Background: an optimization exercise with open tools, aiming at small area and a short achievable clock period. Do not read the settings as production practice.
RTL that was checked went through simulation tests only; none was proved equivalent to the original.
Only the layout flow was run in runs 2 and 3; the RTL was not checked for function there.
Power figures rest on the tool's default switching activity, not on a simulated workload.

==> flow/design.v <==
package dma_pkg;
    localparam int addr_w     = 32;
    localparam int data_w     = 64;
    localparam int beat_bytes = data_w / 8;
    localparam int pixel_w = 24;
    localparam int burst_len   = 16;
    localparam int burst_bytes = burst_len * beat_bytes;
    localparam int image_w = 16;
    localparam int image_h = 4;
    localparam int frame_bytes = image_w * image_h * beat_bytes;
    localparam int buff_num = 3;
    localparam int fifo_depth = 64;
    typedef logic [data_w-1:0] beat_t;
    typedef logic [addr_w-1:0] addr_t;
    typedef logic [1:0] slot_t;
    typedef logic [$clog2(burst_len+1)-1:0] beat_cnt_t;
    typedef logic [$clog2(fifo_depth+1)-1:0] level_t;
endpackage
module dma_frame_writer #(
    parameter dma_pkg::addr_t wr_base_addr = 32'h0200_0000
) (
    input  logic                             M_AXI_ACLK,
    input  logic                             M_AXI_ARESETN,
    output dma_pkg::addr_t                   m_axi_awaddr,
    output logic [7:0]                       m_axi_awlen,
    output logic [2:0]                       m_axi_awsize,
    output logic [1:0]                       m_axi_awburst,
    output logic                             m_axi_awvalid,
    input  logic                             m_axi_awready,
    output dma_pkg::beat_t                   m_axi_wdata,
    output logic [dma_pkg::beat_bytes-1:0]   m_axi_wstrb,
    output logic                             m_axi_wlast,
    output logic                             m_axi_wvalid,
    input  logic                             m_axi_wready,
    input  logic [1:0]                       m_axi_bresp,
    input  logic                             m_axi_bvalid,
    output logic                             m_axi_bready,
    input  logic                             pre_vs,
    input  logic                             pre_de,
    input  logic [dma_pkg::pixel_w-1:0]      pre_data,
    output logic                             wr_req,
    input  logic                             wr_enable,
    output logic                             wr_burst_now,
    output logic                             wr_burst_end
);
    localparam int pw    = dma_pkg::pixel_w;
    localparam int ring  = dma_pkg::fifo_depth - 1;
    localparam int rp_w  = $clog2(ring);
    assign m_axi_awlen   = 8'(dma_pkg::burst_len - 1);
    assign m_axi_awsize  = 3'($clog2(dma_pkg::beat_bytes));
    assign m_axi_awburst = 2'b01;
    assign m_axi_wstrb   = '1;
    always_ff @(posedge M_AXI_ACLK) begin
        if (!M_AXI_ARESETN) m_axi_bready <= 1'b0;
        else                m_axi_bready <= 1'b1;
    end
    logic       vs_d;
    logic       vs_rise, vs_fall;
    logic [1:0] slot;
    logic       base_load;
    assign vs_rise = pre_vs && !vs_d;
    assign vs_fall = !pre_vs && vs_d;
    always_ff @(posedge M_AXI_ACLK) begin
        if (!M_AXI_ARESETN) begin
            vs_d      <= 1'b0;
            slot      <= 2'd0;
            base_load <= 1'b0;
        end else begin
            vs_d      <= pre_vs;
            base_load <= vs_fall;
            if (vs_fall) slot <= (slot == 2'd2) ? 2'd0 : slot + 2'd1;
        end
    end
    logic [pw-1:0]   head_lo, head_hi;
    logic [pw-1:0]   mem [ring];
    logic [ring:0]   occ;
    logic            hv;
    logic            full, empty, one;
    logic            push_ok, pop_ok, to_head;
    logic            ring_push, ring_pop;
    logic            w_hs;
    assign full      = occ[ring];
    assign empty     = !hv;
    assign one       = hv && occ[0];
    assign push_ok   = pre_de && !full && !vs_rise;
    assign pop_ok    = w_hs && !empty && !vs_rise;
    assign to_head   = pop_ok ? one : empty;
    assign ring_push = push_ok && !to_head;
    assign ring_pop  = pop_ok && !one;
    assign m_axi_wdata = {{(dma_pkg::data_w - pw){1'b0}}, head_lo | head_hi};
    localparam int ngrp = ring / 3;
    logic [pw-1:0] grp_n [ngrp];
    for (genvar g = 0; g < ngrp; g++) begin : g_grp
        for (genvar b = 0; b < pw; b++) begin : g_bit
            ring_aoi u_aoi (
                .s0 (occ[3*g+1]), .d0 (mem[3*g][b]),
                .s1 (occ[3*g+2]), .d1 (mem[3*g+1][b]),
                .s2 (occ[3*g+3]), .d2 (mem[3*g+2][b]),
                .y_n(grp_n[g][b])
            );
        end
    end
    localparam int nlo = (ngrp + 1) / 2;
    logic [pw-1:0] rd_lo, rd_hi;
    always_comb begin
        rd_lo = '0;
        rd_hi = '0;
        for (int g = 0; g < ngrp; g++) begin
            if (g < nlo) rd_lo = rd_lo | ~grp_n[g];
            else         rd_hi = rd_hi | ~grp_n[g];
        end
    end
    always_ff @(posedge M_AXI_ACLK) begin
        if (pre_de && !full) begin
            mem[0] <= pre_data;
            for (int i = 1; i < ring; i++) mem[i] <= mem[i-1];
        end
    end
    logic            occ_clr, occ_up, occ_dn, occ_hold;
    logic [ring:0]   occ_d;
    assign occ_clr  = !M_AXI_ARESETN || vs_rise;
    assign occ_up   = ring_push && !ring_pop;
    assign occ_dn   = ring_pop && !ring_push;
    assign occ_hold = !(occ_up || occ_dn);
    occ_cell_set u_occ0 (
        .clr  (occ_clr),
        .up   (occ_up),
        .dn   (occ_dn),
        .hold (occ_hold),
        .prev (1'b0),
        .self (occ[0]),
        .nxt  (occ[1]),
        .d    (occ_d[0])
    );
    for (genvar i = 1; i <= ring; i++) begin : g_occ
        occ_cell u_occ (
            .clr  (occ_clr),
            .up   (occ_up),
            .dn   (occ_dn),
            .hold (occ_hold),
            .prev (occ[i-1]),
            .self (occ[i]),
            .nxt  ((i == ring) ? 1'b0 : occ[(i == ring) ? ring : i+1]),
            .d    (occ_d[i])
        );
    end
    always_ff @(posedge M_AXI_ACLK) occ <= occ_d;
    always_ff @(posedge M_AXI_ACLK) begin
        if (!M_AXI_ARESETN || vs_rise) begin
            hv     <= 1'b0;
            wr_req <= 1'b0;
            head_lo <= '0;
            head_hi <= '0;
        end else begin
            if (occ_up)      wr_req <= wr_req || occ[14];
            else if (occ_dn) wr_req <= wr_req && !occ[15];
            if (to_head) begin
                head_lo <= push_ok ? pre_data : '0;
                head_hi <= '0;
                hv      <= push_ok;
            end else if (pop_ok) begin
                head_lo <= rd_lo;
                head_hi <= rd_hi;
            end
        end
    end
    logic        start, aw_hs;
    logic [24:0] aw_hi;
    assign start = wr_req && wr_enable && !wr_burst_now;
    assign aw_hs = m_axi_awvalid && m_axi_awready;
    assign m_axi_awaddr = {aw_hi, wr_base_addr[6:0]};
    always_ff @(posedge M_AXI_ACLK) begin
        if (!M_AXI_ARESETN) begin
            wr_burst_now  <= 1'b0;
            m_axi_awvalid <= 1'b0;
            aw_hi         <= wr_base_addr[31:7];
        end else begin
            if (wr_burst_end) wr_burst_now <= 1'b0;
            else if (start)   wr_burst_now <= 1'b1;
            if (aw_hs)        m_axi_awvalid <= 1'b0;
            else if (start)   m_axi_awvalid <= 1'b1;
            if (base_load)    aw_hi <= wr_base_addr[31:7] + {21'd0, slot, 2'b00};
            else if (aw_hs)   aw_hi <= aw_hi + 25'd1;
        end
    end
    logic [3:0] beat_cnt;
    assign w_hs         = m_axi_wvalid && m_axi_wready;
    assign wr_burst_end = m_axi_wlast && m_axi_wready;
    always_ff @(posedge M_AXI_ACLK) begin
        if (!M_AXI_ARESETN) begin
            m_axi_wvalid <= 1'b0;
            m_axi_wlast  <= 1'b0;
            beat_cnt     <= 4'd0;
        end else begin
            if (wr_burst_end) m_axi_wvalid <= 1'b0;
            else if (aw_hs)   m_axi_wvalid <= 1'b1;
            if (wr_burst_end) beat_cnt <= 4'd0;
            else if (w_hs)    beat_cnt <= beat_cnt + 4'd1;
            m_axi_wlast <= m_axi_wlast ? !m_axi_wready
                                       : (w_hs && beat_cnt == 4'd14);
        end
    end
endmodule
module ring_aoi (
    input  logic s0, d0, s1, d1, s2, d2,
    output logic y_n
);
    assign y_n = !((s0 && d0) || (s1 && d1) || (s2 && d2));
endmodule
module occ_cell (
    input  logic clr, up, dn, hold, prev, self, nxt,
    output logic d
);
    assign d = !clr && ((up && prev) || (dn && nxt) || (hold && self));
endmodule
module occ_cell_set (
    input  logic clr, up, dn, hold, prev, self, nxt,
    output logic d
);
    assign d = clr || (up && prev) || (dn && nxt) || (hold && self);
endmodule
==> flow/flow/run.sh <==
#!/bin/bash
# The standard layout (standard.sh) with two layout choices changed:
# clock tree sinks clustered more coarsely without dummy loads, and
# port buffers started from buf_2 (timing repair may still resize them).
set -euo pipefail
cat >> "$FLOW_CONFIG" <<'EOT'
export CTS_ARGS = -sink_clustering_enable -repair_clock_nets -dont_use_dummy_load -sink_clustering_size 14 -sink_clustering_max_diameter 60 -buf_list sky130_fd_sc_hd__clkbuf_8
export BUFFER_PORTS_ARGS = -buffer_cell sky130_fd_sc_hd__buf_2
EOT
bash standard.sh > standard.log 2>&1
==> flow/standard.sh <==
#!/bin/bash
# synth_recipe.tcl (not shown) runs the flow's synth.tcl, then flattens the netlist and writes it again
# the make line also repeats each setting of config.mk as NAME=value (left out here)
make -C /OpenROAD-flow-scripts/flow DESIGN_CONFIG=/design/flow/config.mk WORK_HOME=/design/flow/orfs CLKGATE_MAP_FILE= SYNTH_SCRIPT=/design/flow/synth_recipe.tcl "${@:-finish}"
==> flow/config.mk <==
export PLATFORM = sky130hd
export DESIGN_NAME = dma_frame_writer
export DESIGN_NICKNAME = dma_frame_writer
export VERILOG_FILES = /design/flow/design.v
export SDC_FILE = /design/flow/constraint.sdc
export NUM_CORES = 4
export LEC_CHECK = 0
export CAP_MARGIN = 20
export CORE_MARGIN = 2
export CORE_UTILIZATION = 40
export SETUP_SLACK_MARGIN = 3.0
export SLEW_MARGIN = 20
export SYNTH_HIERARCHICAL = 1
export SYNTH_MINIMUM_KEEP_SIZE = 0
export CTS_ARGS = -sink_clustering_enable -repair_clock_nets -dont_use_dummy_load -sink_clustering_size 14 -sink_clustering_max_diameter 60 -buf_list sky130_fd_sc_hd__clkbuf_8
export BUFFER_PORTS_ARGS = -buffer_cell sky130_fd_sc_hd__buf_2
==> flow/constraint.sdc <==
create_clock -name core_clock -period 5.5 [get_ports {M_AXI_ACLK}]
set_input_delay 1.1000 -clock core_clock [delete_from_list [all_inputs] [get_ports {M_AXI_ACLK}]]
set_output_delay 1.1000 -clock core_clock [all_outputs]
set_load 0.01 [all_outputs]
==> flow_summary_export.csv, run 1 <==
group,metric,value,unit
detailed_routing,drt_first_iter_violations,5921,
synth,synth_top_area_share,78.3,%
timing,min_period,2.75,ns
clock_network,clkTransAtPathRegs,0.09,ns
clock_network,clk_latency,0.87,ns
detailed_routing,vias,31200,
die,start_util,40.3,%
final_layout,drive_above_1_share,14.6,%
place,place_hpwl,74.2,mm
timing,max_slew.worst_pin.slew,1.15,ns
synth,syn_inst,2927,
die,die_w,385,um
timing,relSlewSlack,22.9,%
worst_setup_path,r2r_cells,3,
timing,finalHoldViolCount,0,
global_routing,grt-ovfl-total,0,
timing,finalCritPeriodShare,50.0,%
die,die_h,385,um
synth,synth_top_area_cell,"edfxtp_1",
timing,setup_viol,0,
worst_setup_path,crit_required,4.40,ns
worst_setup_path,end_kind,"output pin",
timing,rsz0062_at_grt,"yes",
global_routing,grt_first_pass_wirelength,192,mm
synth,synthTopCellsByArea,"edfxtp_1 78%, a222oi_1 9.8%, dfxtp_1 5.2%",
power_and_ir_drop,ir_drop,0.230,mV
detailed_routing,routed_wl,130,mm
synth,ys_warn_count,10,
final_layout,nets,3254,
worst_setup_path,reg2reg_to,"mem[23][16]",
global_routing,grt_pass1_vias,29900,
min_path,worstHoldPathCells,1,
clock_network,cts_hold_buf,0,
place,finalWeightedCongestion,0.742,
power_and_ir_drop,power.leakage,20.6,nW
synth,synth-edff-count,1512,
global_routing,antenna_found_initial,4,
worst_setup_path,cp_max_fo,2,
synth,synth_most_common_cell,"edfxtp_1",
timing,finClkSkew,0.0622,ns
detailed_routing,avgRoutedWirePerCell,25.3,um
worst_setup_path,ff2ff_setup_slack,3.08,ns
global_routing,grt_max_degree,166,
clock_network,htree_levels,4,
die,fp.dieArea,148000,sq um
synth,synth.cell_area,58000,sq um
worst_setup_path,r2r_start,"occ[63]",
power_and_ir_drop,total_power,0.0213,W
clock_network,clockBufferDepth,3,
place,portBuffers,86,
clock_network,cts_made_buffers,140,
synth,ys_ff_latch,1664,
die,core_area,144000,sq um
final_layout,area_delta_synth_final,10.4,%
job,timing.max_cap.violations,0,
timing,max_freq,0.363,GHz
timing,tns,0,ns
final_layout,layoutNonFillerInstCount,5121,
min_path,min_from,"pre_data[7]",
synth,ys_types,42,
outcome,status,"no timing/DRC/antenna violations",
synth,yosysSeqAreaShare,83.5,%
power_and_ir_drop,powerDensity,333,nW/um^2
worst_setup_path,path_class,"flop to output pin",
detailed_routing,drtAntennaViolNets,0,
worst_setup_path,startpoint_type,"flop",
die,fp-row-count,139,
detailed_routing,drc,0,
timing,drv_slew,0,
place,placedCellCount,4933,
min_path,hold_class,"primary input to flop",
detailed_routing,dr.pass1.iters,11,
synth,synthFlopType,"edfxtp_1",
die,pin_count,158,
synth,avgSynthCellArea,19.8,sq um
clock_network,cts-root-buf,"clkbuf_8",
detailed_routing,viasPerCell,6.10,
global_routing,grt_use_total,16.9,%
synth,ys_top_cells_by_count,"1,512 x edfxtp_1, 567 x a222oi_1, 152 x dfxtp_1",
synth,synthArstFlopShare,0,%
worst_setup_path,endpoint,"m_axi_wdata[14]",
clock_network,tritoncts,"built",
worst_setup_path,worstSetupStartpoint,"head_lo[14]",
clock_network,clock_sinks,1664,
worst_setup_path,cp.arrival,1.65,ns
-- final cells by class --
type                            count  area [sq um]
Fill cell                       12200         79800
Sequential cell                  1664         48600
Multi-Input combinational cell   1228          9300
Tap cell                         1903          2380
Clock buffer                      140          1930
Timing Repair Buffer              169          1700
Inverter                           12          60.1
Antenna cell                        5          12.5
-- through the flow --
stage          setup WS, ns  util (%)  hold WS, ns  instance area [sq um]
6_report               2.75      44.5        0.412                  64000
5_1_grt                2.67      44.5        0.363                  64000
4_1_cts                2.66      44.4        0.319                  63800
3_5_place_dp           1.72      42.4        0.432                  60900
3_3_place_gp           1.74      42.4        0.427                  60900
2_1_floorplan        -20.56         -        0.425                  58300
-- cell usage in the layout (no fill, tap or decap), types with 5 or more instances in the layout --
| master | count |
|---|---|
| nor2_1 | 136 |
| edfxtp_1 | 1512 |
| o21ai_0 | 34 |
| buf_16 | 8 |
| a31o_2 | 26 |
| inv_1 | 10 |
| or3_1 | 7 |
| dfxtp_4 | 29 |
| nor3_1 | 28 |
| xnor2_1 | 8 |
| clkbuf_8 | 140 |
| and3_1 | 28 |
| dfxtp_2 | 65 |
| buf_2 | 42 |
| nand3_1 | 8 |
| dfxtp_1 | 58 |
| or4_1 | 6 |
| conb_1 | 70 |
| a222oi_1 | 567 |
| or2_4 | 24 |
| buf_6 | 49 |
| buf_4 | 58 |
| a21oi_1 | 44 |
| diode_2 | 5 |
| nand4_1 | 105 |
| xor2_1 | 6 |
| nand2_1 | 64 |
| nor4_1 | 28 |
-- where the power goes --
group / total [W] / internal, W / switching, W
clock: 0.00602 / 0.00228 / 0.00374
combinational: 0.000445 / 0.000105 / 0.000340
sequential: 0.0148 / 0.0145 / 0.000327
total: 0.0213 / 0.0169 / 0.00441
-- state kept, by name, indices dropped and copies added (netlist names), 2 cells and up --
name,count
mem,1512
occ,64
aw_hi,25
head_hi,24
head_lo,24
beat_cnt,4
slot,2
-- worst min path at each step --
stage,to,slack [ns]
after floorplan,mem[10][0],0.43
after global routing,mem[0][12],0.36
final,mem[0][7],0.41
after global placement,mem[61][6],0.43
after detailed placement,mem[20][8],0.43
after CTS,mem[0][1],0.32
-- Yosys stat by module, one instance, submodules excluded --
| module | times used | cells inside |
|---|---|---|
| dma_frame_writer | 1 | 2294 |
| occ_cell_set | 1 | 3 |
| occ_cell | 63 | 2 |
| ring_aoi | 504 | 1 |
-- critical path: stages, from the launching register on --
cell     delay, ns
dfxtp_4       0.38
or2_4         0.27
buf_6         0.13
-- cell families (layout without fill, tap and decap cells) --
group                      Yosys count  in the layout  share of synthesized area, %
DFF                               1664           1664                          83.5
AOI/OAI and AO/OA                  683            683                          11.0
and+or+nand+nor                    455            455                          3.99
buffers and inverters              103            321                          1.12
xor gates and xnor gates            14             14                         0.211
adders and majority gates            5              5                         0.108
other                                2             75                        0.0129
muxes                                1              1                        0.0173
-- per-layer routing --
layer  vias to the layer above  track usage, %  routed length [um]
li1                      13500               -                   -
met1                     16100            24.8               56700
met2                      1414            25.9               60000
met3                       196            3.04               10300
met4                         0            4.88                2730
met5                         -               0                   0
-- repair_timing --
item / CTS / global route
pin swaps: 17 / 5
cloned: 4 / 2
setup buffers: 30 / 6
gates resized for setup: 173 / 9
endpoints found under the setup margin: 1070 / 654
==> inputs of run 2 (changes only) <==
--- a/flow/design.v
+++ b/flow/design.v
@@ -112,6 +112,22 @@
     end
-    always_ff @(posedge M_AXI_ACLK) begin
-        if (pre_de && !full) begin
-            mem[0] <= pre_data;
-            for (int i = 1; i < ring; i++) mem[i] <= mem[i-1];
+    localparam int half = (ring + 1) / 2;
+    logic [1:0] shift_en [pw];
+    for (genvar b = 0; b < pw; b++) begin : g_en
+        for (genvar h = 0; h < 2; h++) begin : g_half
+            ring_en u_en (
+                .de   (pre_de),
+                .full (full),
+                .en   (shift_en[b][h])
+            );
+        end
+    end
+    always_ff @(posedge M_AXI_ACLK) begin
+        for (int b = 0; b < pw; b++) begin
+            if (shift_en[b][0]) begin
+                mem[0][b] <= pre_data[b];
+                for (int i = 1; i < half; i++) mem[i][b] <= mem[i-1][b];
+            end
+            if (shift_en[b][1]) begin
+                for (int i = half; i < ring; i++) mem[i][b] <= mem[i-1][b];
+            end
         end
@@ -221 +237,7 @@
 endmodule
+module ring_en (
+    input  logic de, full,
+    output logic en
+);
+    assign en = de && !full;
+endmodule
--- a/flow/flow/run.sh
+++ b/flow/flow/run.sh
@@ -6,3 +6,3 @@
 cat >> "$FLOW_CONFIG" <<'EOT'
-export CTS_ARGS = -sink_clustering_enable -repair_clock_nets -dont_use_dummy_load -sink_clustering_size 14 -sink_clustering_max_diameter 60 -buf_list sky130_fd_sc_hd__clkbuf_8
+export CTS_ARGS = -sink_clustering_enable -repair_clock_nets -dont_use_dummy_load -sink_clustering_size 24 -sink_clustering_max_diameter 100
 export BUFFER_PORTS_ARGS = -buffer_cell sky130_fd_sc_hd__buf_2
--- a/flow/config.mk
+++ b/flow/config.mk
@@ -14,3 +14,3 @@
 export SYNTH_MINIMUM_KEEP_SIZE = 0
-export CTS_ARGS = -sink_clustering_enable -repair_clock_nets -dont_use_dummy_load -sink_clustering_size 14 -sink_clustering_max_diameter 60 -buf_list sky130_fd_sc_hd__clkbuf_8
+export CTS_ARGS = -sink_clustering_enable -repair_clock_nets -dont_use_dummy_load -sink_clustering_size 24 -sink_clustering_max_diameter 100
 export BUFFER_PORTS_ARGS = -buffer_cell sky130_fd_sc_hd__buf_2
==> run 2 against run 1 <==
  * Sequential share of layout area is 1.4 points lower
  * Final area is 1.7% higher
  * Largest cell class unchanged
  * Critical path depth stayed put
  * Still clean on timing, DRC and antenna
==> flow_summary_export.csv, run 2 <==
group,metric,value,unit
outcome,status,"no timing/DRC/antenna violations",
min_path,worstHoldPathCells,0,
global_routing,busiest_layer,"met2",
synth,yosysSeqAreaShare,82.4,%
worst_setup_path,crit_chain,"or2_4, buf_2",
worst_setup_path,r2r_cells,6,
die,pin_count,158,
power_and_ir_drop,power.leakage,21.2,nW
global_routing,grt_max_degree,66,
detailed_routing,viasPerCell,6.41,
die,start_util,40.3,%
global_routing,met1_usage,28.4,%
synth,synthFlopType,"edfxtp_1",
clock_network,clk_latency,0.72,ns
final_layout,largestRegisters,"mem (1512), occ (64), aw_hi (25)",
worst_setup_path,cp_slowest_cell,"dfxtp_4",
place,place_hpwl,86.9,mm
synth,avgSynthCellArea,19.7,sq um
synth,synth_top_area_share,77.2,%
global_routing,grt_use_total,20.2,%
detailed_routing,drt_first_iter_violations,6670,
final_layout,layoutNonFillerInstCount,5165,
synth,synthArstFlopShare,0,%
final_layout,regMostFlops,"mem",
timing,relSlewSlack,22.5,%
worst_setup_path,end_kind,"output pin",
place,portBuffers,86,
worst_setup_path,path_class,"flop to output pin",
global_routing,grt-ovfl-total,0,
worst_setup_path,critPathTopFamily,"flip-flops",
synth,syn_inst,2978,
timing,rsz0062_at_grt,"yes",
detailed_routing,drtAntennaViolNets,0,
clock_network,htree_levels,3,
final_layout,largest_reg_flops,1512,
worst_setup_path,startpoint_type,"flop",
die,fp.dieArea,150000,sq um
synth,synth.cell_area,58800,sq um
global_routing,antenna_found_initial,8,
detailed_routing,vias,33100,
timing,drv_slew,0,
die,fp-row-count,140,
synth,ys_warn_count,11,
timing,setup_viol,0,
synth,ys_types,51,
global_routing,grt_first_pass_wirelength,224,mm
clock_network,clkTransAtPathRegs,0.10,ns
worst_setup_path,cp.arrival,1.53,ns
global_routing,met3_usage,3.65,%
synth,ys_ff_latch,1664,
synth,synth_most_common_cell,"edfxtp_1",
place,placedCellCount,5023,
worst_setup_path,cp_max_fo,2,
power_and_ir_drop,powerDensity,335,nW/um^2
detailed_routing,avgRoutedWirePerCell,30.3,um
timing,max_freq,0.380,GHz
clock_network,cts-root-buf,"clkbuf_16",
worst_setup_path,crit_required,4.40,ns
synth,synthSimpleGateAreaFrac,5.15,%
power_and_ir_drop,ir_drop,0.213,mV
global_routing,grtUsageMet2,32.6,%
detailed_routing,routed_wl,157,mm
die,core_area,146000,sq um
clock_network,clockBufferDepth,3,
place,finalWeightedCongestion,0.780,
final_layout,layout_common_cells,"1,512 x edfxtp_1, 567 x a222oi_1, 134 x nor2_1, 110 x nand4_1, 104 x dfxtp_1",
worst_setup_path,max_stage_delay,0.41,ns
timing,min_period,2.63,ns
detailed_routing,dr.pass1.iters,13,
clock_network,cts_made_buffers,81,
worst_setup_path,critPathBufInv,1,
timing,finClkSkew,0.0714,ns
die,die_h,387,um
clock_network,tritoncts,"built",
final_layout,mostFrequentLayoutCell,"edfxtp_1",
timing,max_slew.worst_pin.slew,1.16,ns
worst_setup_path,crit_cells,2,
synth,synth_top_area_cell,"edfxtp_1",
final_layout,nets,3285,
synth,synthMuxAreaShare,0.0170,%
synth,synth-edff-count,1512,
synth,synth_top_family_by_area,"compound AO/OA/AOI/OAI gates",
detailed_routing,drc,0,
job,timing.max_cap.violations,0,
final_layout,area_delta_synth_final,10.7,%
synth,synthTopCellsByArea,"edfxtp_1 77%, a222oi_1 9.7%, dfxtp_1 5.2%",
synth,synth_fa_ha_area_share,0.106,%
die,die_w,387,um
final_layout,drive_above_1_share,14.2,%
synth,ys_top_cells_by_count,"1,512 x edfxtp_1, 567 x a222oi_1, 152 x dfxtp_1",
synth,synth_compound_area_share,10.9,%
synth,synth_xor_area_share,0.224,%
clock_network,clock_sinks,1664,
timing,finalCritPeriodShare,47.8,%
clock_network,cts_hold_buf,0,
timing,tns,0,ns
timing,finalHoldViolCount,0,
global_routing,grt_pass1_vias,31600,
min_path,hold_class,"flop to flop",
==> run 2: worst register-to-register path, cell delays in order (launching register included) <==
cell and delay, ns:
dfxtp_1 1.11, buf_4 0.49, a222oi_1 0.19, nand4_1 0.16, nor2_1 0.09, a31o_2 0.23
a21oi_1 0.10
==> run 2: final timing paths <==
path                from              end  slack [ns]
max          head_lo[10]  m_axi_wdata[10]        2.87
min reg2reg    mem[2][2]        mem[3][2]        0.41
max reg2reg       occ[6]       head_lo[7]        3.09
min            mem[2][2]        mem[3][2]        0.41
==> run 2: stage by stage <==
step                      setup WS [ns]  hold WS (ns)  utilization, %  total power, W  area (sq um)
after floorplan                    2.85         0.425               -          0.0153         59100
after global placement             1.98         0.427            42.4          0.0155         61800
after detailed placement           1.94         0.432            42.4          0.0156         61800
after CTS                          2.80         0.413            44.4          0.0219         64700
after global routing               2.81         0.426            44.7          0.0224         65100
final                              2.87         0.415            44.7          0.0218         65100
==> run 2: final cells by class <==
cell class	count	area, sq um
clock buffer	81	2030
fill	12400	80700
antenna	4	10.0
inverter	9	37.5
multi-input combinational	1311	10500
tap	1917	2400
sequential	1664	48600
timing repair buffer	179	1570
==> run 2: routing by layer <==
layer / up-vias / routed length (um)
met5: - / 0
met4: 0 / 3560
met3: 233 / 16000
met2: 1885 / 74900
met1: 17200 / 62300
li1: 13800 / -
==> run 2: power by group <==
| part | total, W | switching (W) | leakage [nW] | internal (W) |
|---|---|---|---|---|
| clock network | 0.00639 | 0.00375 | 0.998 | 0.00264 |
| registers | 0.0149 | 0.000358 | 16.1 | 0.0145 |
| logic | 0.000515 | 0.000373 | 4.18 | 0.000143 |
| total | 0.0218 | 0.00448 | 21.2 | 0.0173 |
==> run 2: Yosys stat by module, one instance, submodules excluded <==
module | copies in the design | area [sq um] | flops+latches
occ_cell_set | 1 | 16.3 | 0
ring_aoi | 504 | 10.0 | 0
dma_frame_writer | 1 | 52200 | 1664
ring_en | 48 | 13.8 | 0
occ_cell | 63 | 13.8 | 0
==> run 2: repair_timing <==
action | 4_1_cts | 5_1_grt
endpoints found under the setup margin | 1042 | 251
setup buffers | 8 | 18
pin swaps | 21 | 2
cloned | 31 | 0
resized for setup | 143 | 10
==> run 2: logic make-up (layout without fill, tap and decap cells) <==
logic type               Yosys count  after routing
flip-flops                      1664           1664
buffers and inverters            102            269
AO/OA/AOI/OAI                    682            682
XOR/XNOR                          15             15
adder cells (fa/ha/maj)            5              5
other                              2             74
multiplexers                       1              1
AND/OR/NAND/NOR                  507            538
==> inputs of run 3 (changes only) <==
--- a/flow/design.v
+++ b/flow/design.v
@@ -73,3 +73,3 @@
     end
-    logic [pw-1:0]   head_lo, head_hi;
+    logic [pw-1:0]   head;
     logic [pw-1:0]   mem [ring];
@@ -89,3 +89,3 @@
     assign ring_pop  = pop_ok && !one;
-    assign m_axi_wdata = {{(dma_pkg::data_w - pw){1'b0}}, head_lo | head_hi};
+    assign m_axi_wdata = {{(dma_pkg::data_w - pw){1'b0}}, head};
     localparam int ngrp = ring / 3;
@@ -102,32 +102,11 @@
     end
-    localparam int nlo = (ngrp + 1) / 2;
-    logic [pw-1:0] rd_lo, rd_hi;
+    logic [pw-1:0] rdata;
     always_comb begin
-        rd_lo = '0;
-        rd_hi = '0;
-        for (int g = 0; g < ngrp; g++) begin
-            if (g < nlo) rd_lo = rd_lo | ~grp_n[g];
-            else         rd_hi = rd_hi | ~grp_n[g];
-        end
-    end
-    localparam int half = (ring + 1) / 2;
-    logic [1:0] shift_en [pw];
-    for (genvar b = 0; b < pw; b++) begin : g_en
-        for (genvar h = 0; h < 2; h++) begin : g_half
-            ring_en u_en (
-                .de   (pre_de),
-                .full (full),
-                .en   (shift_en[b][h])
-            );
-        end
-    end
-    always_ff @(posedge M_AXI_ACLK) begin
-        for (int b = 0; b < pw; b++) begin
-            if (shift_en[b][0]) begin
-                mem[0][b] <= pre_data[b];
-                for (int i = 1; i < half; i++) mem[i][b] <= mem[i-1][b];
-            end
-            if (shift_en[b][1]) begin
-                for (int i = half; i < ring; i++) mem[i][b] <= mem[i-1][b];
-            end
+        rdata = '0;
+        for (int g = 0; g < ngrp; g++) rdata = rdata | ~grp_n[g];
+    end
+    always_ff @(posedge M_AXI_ACLK) begin
+        if (pre_de && !full) begin
+            mem[0] <= pre_data;
+            for (int i = 1; i < ring; i++) mem[i] <= mem[i-1];
         end
@@ -167,4 +146,3 @@
             wr_req <= 1'b0;
-            head_lo <= '0;
-            head_hi <= '0;
+            head   <= '0;
         end else begin
@@ -173,8 +151,6 @@
             if (to_head) begin
-                head_lo <= push_ok ? pre_data : '0;
-                head_hi <= '0;
-                hv      <= push_ok;
+                head <= push_ok ? pre_data : '0;
+                hv   <= push_ok;
             end else if (pop_ok) begin
-                head_lo <= rd_lo;
-                head_hi <= rd_hi;
+                head <= rdata;
             end
@@ -237,7 +213 @@
 endmodule
-module ring_en (
-    input  logic de, full,
-    output logic en
-);
-    assign en = de && !full;
-endmodule
==> run 3 against run 2 <==
  * Worst hold slack got worse by 0.0070 ns
  * Fmax fell by 0.19%
  * Synthesized cell count fell by 6.1%
  * Wire length fell by 19%
  * Register-to-register slack got worse by 0.23 ns
  * Final cell count fell by 4.5%
  * Sequential share of layout area rose by 1.5 points
  * Sequential cell count fell by 24
  * Clock-buffer cell count fell by 3
  * Synthesized area fell by 2.8%
  * Critical path depth rose by 3
  * Largest power group unchanged
  * Highest routed layer is now met5
==> flow_summary_export.csv, run 3 <==
group,metric,value,unit
synth,ys_top_cells_by_count,"1,512 x edfxtp_1, 567 x a222oi_1, 128 x dfxtp_1",
power_and_ir_drop,seq_power_share,69.1,%
die,start_util,40.3,%
worst_setup_path,path_class,"flop to flop",
clock_network,clock_sinks,1640,
synth,synthFlopType,"edfxtp_1",
final_layout,insertedDiodeCount,0,
timing,setup_viol,0,
place,place_hpwl,76.9,mm
timing,drv_slew,0,
final_layout,largest_reg_flops,1512,
timing,relSlewSlack,23.9,%
clock_network,tritoncts,"built",
clock_network,htree_levels,3,
synth,ys_warn_count,10,
synth,synth-edff-count,1512,
synth,syn_inst,2795,
clock_network,cts_hold_buf,0,
global_routing,grt_use_total,16.5,%
min_path,hold_class,"flop to flop",
worst_setup_path,end_kind,"flop",
timing,finalCritPeriodShare,47.9,%
timing,postLayoutSetupSlackWorst,2.86,ns
place,post_dp_cell_area,60300,sq um
die,fp-row-count,138,
final_layout,area_delta_synth_final,10.4,%
final_layout,seq_area,48000,sq um
power_and_ir_drop,ir_drop,0.238,mV
min_path,min_from,"mem[4][7]",
worst_setup_path,crit_required,6.05,ns
global_routing,grt_max_degree,191,
synth,synth_top_area_cell,"edfxtp_1",
synth,synth_top_area_share,79.5,%
final_layout,largestRegisters,"mem (1512), occ (64), aw_hi (25)",
clock_network,cts-root-buf,"clkbuf_16",
timing,max_freq,0.379,GHz
detailed_routing,dr.pass1.iters,12,
timing,max_slew.worst_pin.slew,1.14,ns
detailed_routing,viasPerCell,6.18,
worst_setup_path,ff2ff_setup_slack,2.86,ns
worst_setup_path,cp_max_fo,8,
worst_setup_path,startpoint_type,"flop",
power_and_ir_drop,powerDensity,337,nW/um^2
detailed_routing,drtAntennaViolNets,0,
synth,ys_types,44,
power_and_ir_drop,switching_power,0.00425,W
synth,synth_most_common_cell,"edfxtp_1",
worst_setup_path,r2r_start,"occ[1]",
final_layout,drive_above_1_share,10.7,%
synth,synthTopCellsByArea,"edfxtp_1 79%, a222oi_1 9.9%, dfxtp_1 4.5%",
synth,yosysSeqAreaShare,83.9,%
global_routing,grt-ovfl-total,0,
clock_network,clkTransAtPathRegs,0.09,ns
final_layout,stdcell_area,63100,sq um
final_layout,fill_cells,12100,
final_layout,nets,3083,
global_routing,grt_first_pass_wirelength,187,mm
synth,avgSynthCellArea,20.4,sq um
timing,min_period,2.64,ns
min_path,hold_end,"mem[5][7]",
die,pin_count,158,
final_layout,regMostFlops,"mem",
place,portBuffers,86,
clock_network,clk_latency,0.68,ns
outcome,status,"no timing/DRC/antenna violations",
power_and_ir_drop,comb_power_share,1.9,%
min_path,worstHoldPathCells,0,
detailed_routing,routed_wl,126,mm
clock_network,cts_made_buffers,78,
final_layout,fin_util,44.5,%
power_and_ir_drop,clkPwrFrac,28.9,%
global_routing,grt_pass1_vias,28800,
power_and_ir_drop,power.leakage,20.6,nW
power_and_ir_drop,p_int,0.0170,W
clock_network,clockBufferDepth,3,
job,timing.max_cap.violations,0,
timing,finalHoldViolCount,0,
global_routing,antenna_found_initial,4,
synth,synth.cell_area,57100,sq um
final_layout,layout_common_cells,"1,512 x edfxtp_1, 567 x a222oi_1, 115 x nor2_1, 110 x dfxtp_1, 106 x nand4_1",
timing,tns,0,ns
timing,holdWs,0.408,ns
die,die_h,382,um
die,fp.dieArea,146000,sq um
timing,rsz0062_at_grt,"yes",
die,die_w,382,um
timing,finClkSkew,0.0541,ns
detailed_routing,avgRoutedWirePerCell,25.6,um
detailed_routing,vias,30500,
detailed_routing,drt_first_iter_violations,6511,
final_layout,mostFrequentLayoutCell,"edfxtp_1",
worst_setup_path,reg2reg_to,"head[0]",
die,core_area,142000,sq um
worst_setup_path,r2r_cells,5,
final_layout,multi_input_area,9180,sq um
power_and_ir_drop,swShare,20.0,%
place,finalWeightedCongestion,0.751,
place,pre_cts_ws,1.67,ns
worst_setup_path,cp.arrival,3.19,ns
synth,ys_ff_latch,1640,
synth,synthArstFlopShare,0,%
detailed_routing,drc,0,
-- run 3: cell count changes in the layout (fill, tap and decap cells not counted), sizes merged, moves of 25 or more --
cell / before / now
a21oi: 43 / 18
and3: 30 / 4
nand2: 65 / 40
nand3: 11 / 55
nor2b: 80 / 2
nor3: 27 / 2
-- run 3: critical path, stage by stage (launching register included) --
cell and delay, ns:
dfxtp_4 0.42, a222oi_1 0.99, nand4_1 0.31, nor4_4 0.43, nand3_1 0.20, o2111a_1 0.17
-- run 3: layout make-up --
type / instances / area share (%)
tap: 1890 / 3.75
clock buffer: 78 / 3.09
sequential: 1640 / 76.1
timing repair buffer: 188 / 2.45
inverter: 9 / 0.0575
multi-input combinational: 1127 / 14.6
-- run 3: worst max-delay path by stage --
stage | start | to | slack (ns) | depth (start not counted)
CTS | m_axi_wready | wr_burst_end | 2.95 | 3
finish | occ[1] | head[0] | 2.86 | 5
global route | occ[1] | head[1] | 2.76 | 5
detailed placement | m_axi_wready | wr_req | 1.67 | 8
global placement | m_axi_wready | wr_req | 1.65 | 8
floorplan | pre_de | wr_req | -20.22 | 9
-- run 3: what timing repair did --
action / CTS / global route
gates cloned: 3 / 1
setup endpoints to repair: 627 / 56
gates resized for setup: 56 / 18
setup buffers: 9 / 14
pin swaps: 37 / 31
-- run 3: layer usage --
metal	GRT usage, %	vias to the layer above	share of wire (%)
li1	-	13100	-
met2	24.9	1435	45
met5	0	-	0.014
met4	3.89	4	1.9
met1	24.6	15800	43
met3	3.41	115	9.3
-- run 3: stage by stage --
step,instances,power (W)
after detailed placement,4826,0.0153
after global placement,4826,0.0153
after floorplan,2863,0.0155
final,4932,0.0212
after global routing,4932,0.0219
after CTS,4916,0.0214
-- run 3: cell families (layout without fill, tap and decap cells) --
group                    count (synthesis)  after routing  share of synthesized area [%]
AO/OA/AOI/OAI                          654            654                           11.1
multiplexers                             3              3                         0.0526
buffers and inverters                   96            275                           1.11
adder cells (fa/ha/maj)                  5              5                          0.109
XOR/XNOR                                13             13                          0.199
other                                    2             70                         0.0131
AND/OR/NAND/NOR                        382            382                           3.46
flip-flops                            1640           1640                           83.9
-- run 3: power by group through the flow --
stage	logic (W)	registers (W)	clock network, W
final	0.000413	0.0147	0.00614
after global routing	0.000451	0.0148	0.00673
after CTS	0.000409	0.0147	0.00635
after detailed placement	0.000388	0.0150	0
after global placement	0.000373	0.0149	0
after floorplan	0.000279	0.0152	0
-- run 3: Yosys stat by module, one instance, submodules excluded --
| module | cells inside | area [sq um] | copies in the design | flops+latches |
|---|---|---|---|---|
| dma_frame_writer | 2162 | 51200 | 1 | 1640 |
| occ_cell | 2 | 13.8 | 63 | 0 |
| occ_cell_set | 3 | 16.3 | 1 | 0 |
| ring_aoi | 1 | 10.0 | 504 | 0 |

[static timing again, ports no longer ideal]
In the flow no input, the clock included, has a driving cell. The finished layouts below were timed again as built, in two steps. Step 1 assumes that a clkbuf_16 drives the clock port and a buf_2 every other input. Step 2, shift: input delay + t, output delay - t, t = (earliest + latest rising clock arrival at the registers) / 2. This alone moves slack from input paths to output paths. Three values: ideal ports, drivers, drivers and shift; two values: the first two.
| run | shift t [ns] | setup WS [ns] | worst hold slack (ns) | slew at the worst register clock pin (ns) | worst slew at a driven data input, ns |
|---|---|---|---|---|---|
| run 1 | 0.910 | 2.748 / 2.678 / 2.149 | 0.412 / 0.361 / 0.414 | 0.09 / 0.09 | 0.21 |
| run 2 | 0.768 | 2.869 / 2.792 / 2.263 | 0.415 / 0.415 / 0.415 | 0.10 / 0.10 | 0.07 |
| run 3 | 0.725 | 2.863 / 2.863 / 2.343 | 0.408 / 0.408 / 0.408 | 0.10 / 0.10 | 0.07 |
After both steps every run listed still meets setup and hold. The setup slack of run 2, which loses most, moves by -0.077 ns with the drivers and by -0.606 ns with both steps.
